This design comes from an exercise in tuning for small area and a short achievable clock period on the open sky130 flow, not from production work.
Function was checked by simulation only, so behaviour that the tests miss may differ from the original.
The flow treats the clock pin as an ideal source. Dropping or thinning the clock tree relies on that and would not hold on a real chip.
No activity file was given, so power comes from the tool's default toggle rates.

==> flow/design.v (excerpt) <==
module adder_tree_25 (
    input  wire         clk,
    input  wire         rst,
    input  wire         data_v,
    input  wire [399:0] elems,
    output wire [15:0]  sum,
    output wire         sum_valid
);
    reg [4:0] vld;
    always @(posedge clk) begin
        if (!rst) vld <= 5'd0;
        else vld <= {vld[3:0], data_v};
    end
    assign sum_valid = vld[4];
    reg r0_0_0;
    reg r0_0_1;
    reg r0_0_2;
    reg r0_1_0;
    reg r0_1_1;
    reg r0_1_2;
    reg r0_1_3;
    reg r0_1_4;
    reg r0_1_5;
    reg r0_1_6;
    reg r0_1_7;
    reg r0_1_8;
    reg r0_1_9;
    reg r0_2_0;
    reg r0_2_1;
    reg r0_2_2;
    reg r0_2_3;
    reg r0_2_4;
    reg r0_2_5;
    reg r0_2_6;
    reg r0_2_7;
    reg r0_2_8;
    reg r0_2_9;
    reg r0_2_10;
    reg r0_2_11;
    reg r0_3_0;
    reg r0_3_1;
    reg r0_3_2;
    reg r0_3_3;
    reg r0_3_4;
    reg r0_3_5;
    reg r0_3_6;
    reg r0_3_7;
    reg r0_3_8;
    reg r0_3_9;
    reg r0_3_10;
    reg r0_3_11;
    reg r0_4_0;
    reg r0_4_1;
    reg r0_4_2;
    reg r0_4_3;
    reg r0_4_4;
    reg r0_4_5;
    reg r0_4_6;
    reg r0_4_7;
    reg r0_4_8;
    reg r0_4_9;
    reg r0_4_10;
    reg r0_4_11;
    reg r0_5_0;
    reg r0_5_1;
    reg r0_5_2;
    reg r0_5_3;
    reg r0_5_4;
    reg r0_5_5;
    reg r0_5_6;
    reg r0_5_7;
    reg r0_5_8;
    reg r0_5_9;
    reg r0_5_10;
  ...
export LEC_CHECK = 0
export CAP_MARGIN = 20
export CORE_MARGIN = 2
export CORE_UTILIZATION = 60
export SETUP_SLACK_MARGIN = 1.35
export SLEW_MARGIN = 20
export SYNTH_HIERARCHICAL = 1
create_clock -name core_clock -period 3.0 [get_ports {clk}]
standard.sh (not shown) runs the stock make flow with config.mk's settings and CLKGATE_MAP_FILE= SYNTH_SCRIPT=/design/flow/synth_recipe.tcl, a recipe that flattens the netlist after the stock synthesis.
==> flow/flow/run.sh <==
#!/bin/bash
# The standard layout, with buf_1 as the port buffer cell instead of the
# cell buffer_ports picks by itself (clkdlybuf4s50_1, 2.7x the area)
set -euo pipefail
export BUFFER_PORTS_ARGS="-buffer_cell sky130_fd_sc_hd__buf_1"
bash standard.sh > standard_flow.log 2>&1
Next try:
--- a/flow/config.mk
+++ b/flow/config.mk
@@ -11 +11,4 @@
-export SETUP_SLACK_MARGIN = 1.35
+export CTS_BUF_LIST = sky130_fd_sc_hd__clkbuf_16
+export CTS_CLUSTER_DIAMETER = 80
+export CTS_CLUSTER_SIZE = 30
+export SETUP_SLACK_MARGIN = 1.25
After rerunning: Area after synthesis does not change; global-route usage shrinks by 1.2 points; routed wire length falls by 5.1%; utilization is lower by 3.8 points; total power is lower by 15%; worst setup slack degrades by 83 ps; count of clock-buffer cells in the layout decreases by 40; fmax went down by 4.9%; clock skew barely changes; sequential share of layout area increases by 2.1 points; register-to-register slack loses 110 ps.

* * *

Another version of the RTL of adder_tree_25 (not shown whole).
For scale: ~800 cells after synthesis, roughly 370 flip-flops, ~0.015 mm² of cells after synthesis.
## adder_tree_25
module adder_tree_25 (
    input  wire         clk,
    input  wire         rst,
    input  wire         data_v,
    input  wire [399:0] elems,
    output wire [15:0]  sum,
    output wire         sum_valid
);
    reg [5:0] vld;
    always @(posedge clk) begin
        if (!rst) vld <= 6'd0;
        else vld <= {vld[4:0], data_v};
    end
    assign sum_valid = vld[5];
    reg r0_0_0;
    reg r0_0_1;
    reg r0_0_2;
    reg r0_1_0;
    reg r0_1_1;
    reg r0_1_2;
    reg r0_1_3;
    reg r0_1_4;
    reg r0_1_5;
    reg r0_1_6;
    reg r0_1_7;
    reg r0_1_8;
    reg r0_1_9;
    reg r0_2_0;
    reg r0_2_1;
    reg r0_2_2;
    reg r0_2_3;
    reg r0_2_4;
    reg r0_2_5;
    reg r0_2_6;
    reg r0_2_7;
    reg r0_2_8;
    reg r0_2_9;
    reg r0_2_10;
    reg r0_2_11;
    reg r0_3_0;
    reg r0_3_1;
    reg r0_3_2;
    reg r0_3_3;
    reg r0_3_4;
    reg r0_3_5;
    reg r0_3_6;
    reg r0_3_7;
    reg r0_3_8;
    reg r0_3_9;
    reg r0_3_10;
    reg r0_3_11;
    reg r0_4_0;
    reg r0_4_1;
    reg r0_4_2;
    reg r0_4_3;
    reg r0_4_4;
    reg r0_4_5;
    reg r0_4_6;
    reg r0_4_7;
    reg r0_4_8;
    reg r0_4_9;
    reg r0_4_10;
    reg r0_4_11;
    reg r0_5_0;
    reg r0_5_1;
    reg r0_5_2;
    reg r0_5_3;
    reg r0_5_4;
  ...
clock: 3.0 ns
lec_check: 0
cap_margin: 20
core_margin: 2
core_utilization: 60
cts_buf_list: sky130_fd_sc_hd__clkbuf_16
cts_cluster_diameter: 80
cts_cluster_size: 30
setup_slack_margin: 1.5
slew_margin: 20
synth_hierarchical: 1
==> flow/flow/run.sh <==
#!/bin/bash
# The standard layout with two changes:
#  - buf_1 as the port buffer cell instead of the cell buffer_ports picks by
#    itself (clkdlybuf4s50_1, 2.7x the area)
#  - a two-level balanced clock tree (flow/clock_tree.tcl, hooked in through
#    PRE_CTS_TCL) in place of the three-level tree of clock_tree_synthesis
set -euo pipefail
export BUFFER_PORTS_ARGS="-buffer_cell sky130_fd_sc_hd__buf_1"
export PRE_CTS_TCL="$PWD/flow/clock_tree.tcl"
bash standard.sh > standard_flow.log 2>&1
Other scripts of this flow, unchanged in this note and not shown: flow/flow/clock_tree.tcl
==> next run, changes <==
Settings changed: SETUP_SLACK_MARGIN 1.5 to 1.45.
- final cell count fell by 0.45%
- synthesized cell count is unchanged
- power goes down by about 0.44%
- setup slack improved by 0.013 ns
- combinational power stays flat
- cell area decreases by 0.97%
- clock skew is about the same
- routed wire length increases by 0.57%
No run of this note takes its clock network from TritonCTS; it comes from the design's own scripts or RTL.

* * *

east:
Starting RTL as in the previous note.
Settings: LEC_CHECK=0, CAP_MARGIN=20, CORE_MARGIN=2, CORE_UTILIZATION=70, PLACE_DENSITY=0.75, SETUP_SLACK_MARGIN=1.45, SLEW_MARGIN=20, SYNTH_HIERARCHICAL=1; clock period 3.0 ns.
Scripts as last shown in full above: flow/flow/run.sh
Other scripts of this flow, unchanged in this note and not shown: flow/flow/clock_tree.tcl
No stage failed in east, and the final checks on the layout all came back clean.
For south, these inputs were changed with respect to east:
-- flow/config.mk --
<<< east, line 9
export CORE_MARGIN = 2
export CORE_UTILIZATION = 70
export PLACE_DENSITY = 0.75
export SETUP_SLACK_MARGIN = 1.45
>>> south, line 9
export CORE_MARGIN = 2
export CORE_UTILIZATION = 60
export PLACE_DENSITY = 0.85
export SETUP_SLACK_MARGIN = 1.45
Findings:
Going from east to south, number of inserted diodes increased 4, number of nets in the final layout essentially unchanged, slew at the pin closest to its max-slew limit decreased 5.5 ps, worst relative slew slack increased 0.37 points. Startpoint of the most critical setup path = r0_6_0: south; startpoint of the most critical setup path = r4_11_1: east.
No run of this note takes its clock network from TritonCTS; it comes from the design's own scripts or RTL.

* * *

## v6
adder_tree_25 with an RTL version that a note above also has.
For scale: ~780 cells after synthesis, roughly 350 flip-flops, roughly 420 I/O pins.
export LEC_CHECK = 0
export CAP_MARGIN = 20
export CORE_MARGIN = 2
export CORE_UTILIZATION = 60
export CTS_BUF_LIST = sky130_fd_sc_hd__clkbuf_8
export CTS_CLUSTER_DIAMETER = 60
export CTS_CLUSTER_SIZE = 20
export SETUP_SLACK_MARGIN = 1.4
export SLEW_MARGIN = 20
export SYNTH_HIERARCHICAL = 1
create_clock -name core_clock -period 3.0 [get_ports {clk}]
==> flow/flow/run.sh <==
#!/bin/bash
# The standard layout, with buf_1 as the port buffer cell instead of the
# cell buffer_ports picks by itself (clkdlybuf4s50_1, 2.7x the area)
set -euo pipefail
export BUFFER_PORTS_ARGS="-buffer_cell sky130_fd_sc_hd__buf_1"
bash standard.sh > standard_flow.log 2>&1
Changes in v7 relative to v6:
Settings: a deleted CTS_CLUSTER_DIAMETER that had been 60; a deleted CTS_CLUSTER_SIZE that had been 20; a change of SETUP_SLACK_MARGIN from 1.4 to 1.35; a change of CORE_UTILIZATION from 60 to 40.
==> results.txt <==
From v6 to v7 the numbers moved as follows: placer's final routability congestion estimate shows an increase of 2.9%, global-route wire length before repair shows an increase of 9.5%, final period utilization now smaller. Compared with v6, v7 shows a count of clock-buffer cells in the layout that is 46 higher. Going from v6 to v7, via count of the first global-routing pass grows by 414. Per the comparison of v7 with v6, power now larger, fmax climbed 2.2%.

==> re-timing with driven ports <==
The results above use ideal ports. As a check the final layouts listed here were re-extracted and re-timed, cells and wires unchanged.
Step 1 (the two cells are an assumption about what drives the block):
set clk [get_ports {clk}]
set_driving_cell -lib_cell sky130_fd_sc_hd__clkbuf_16 $clk
set_driving_cell -lib_cell sky130_fd_sc_hd__buf_2 [delete_from_list [all_inputs] $clk]
Step 2 moves the port delays by t, midway between the first and last clock arrival at a register: inputs arrive t later, outputs are due t later. That takes back most of the time a late clock gives input paths.
Slacks: ideal ports / drivers / drivers and shift; pairs: ideal ports / drivers.
run	t (ns)	slack for setup (ns)	hold WS [ns]	clock arrival spread, ns
the first run of note 1	0.542	1.393 / 1.344 / 1.125	0.306 / 0.298 / 0.326	0.013 / 0.013
the second run of note 1	0.533	1.310 / 1.310 / 1.141	0.306 / 0.298 / 0.335	0.011 / 0.012
the first run of note 2	0.495	1.482 / 1.431 / 1.132	0.328 / 0.321 / 0.328	0.009 / 0.009
the second run of note 2	0.490	1.496 / 1.446 / 1.127	0.330 / 0.324 / 0.330	0.009 / 0.010
east	0.491	1.446 / 1.407 / 1.118	0.333 / 0.325 / 0.333	0.012 / 0.012
south	0.490	1.479 / 1.446 / 1.109	0.338 / 0.338 / 0.338	0.016 / 0.016
v6	0.593	1.365 / 1.323 / 1.102	0.228 / 0.221 / 0.338	0.023 / 0.022
v7	0.605	1.400 / 1.353 / 1.091	0.254 / 0.230 / 0.311	0.028 / 0.027
After both steps every run listed still meets setup and hold. For south, which loses most, drivers alone change the setup slack by -0.033 ns; drivers and shift together by -0.370 ns.
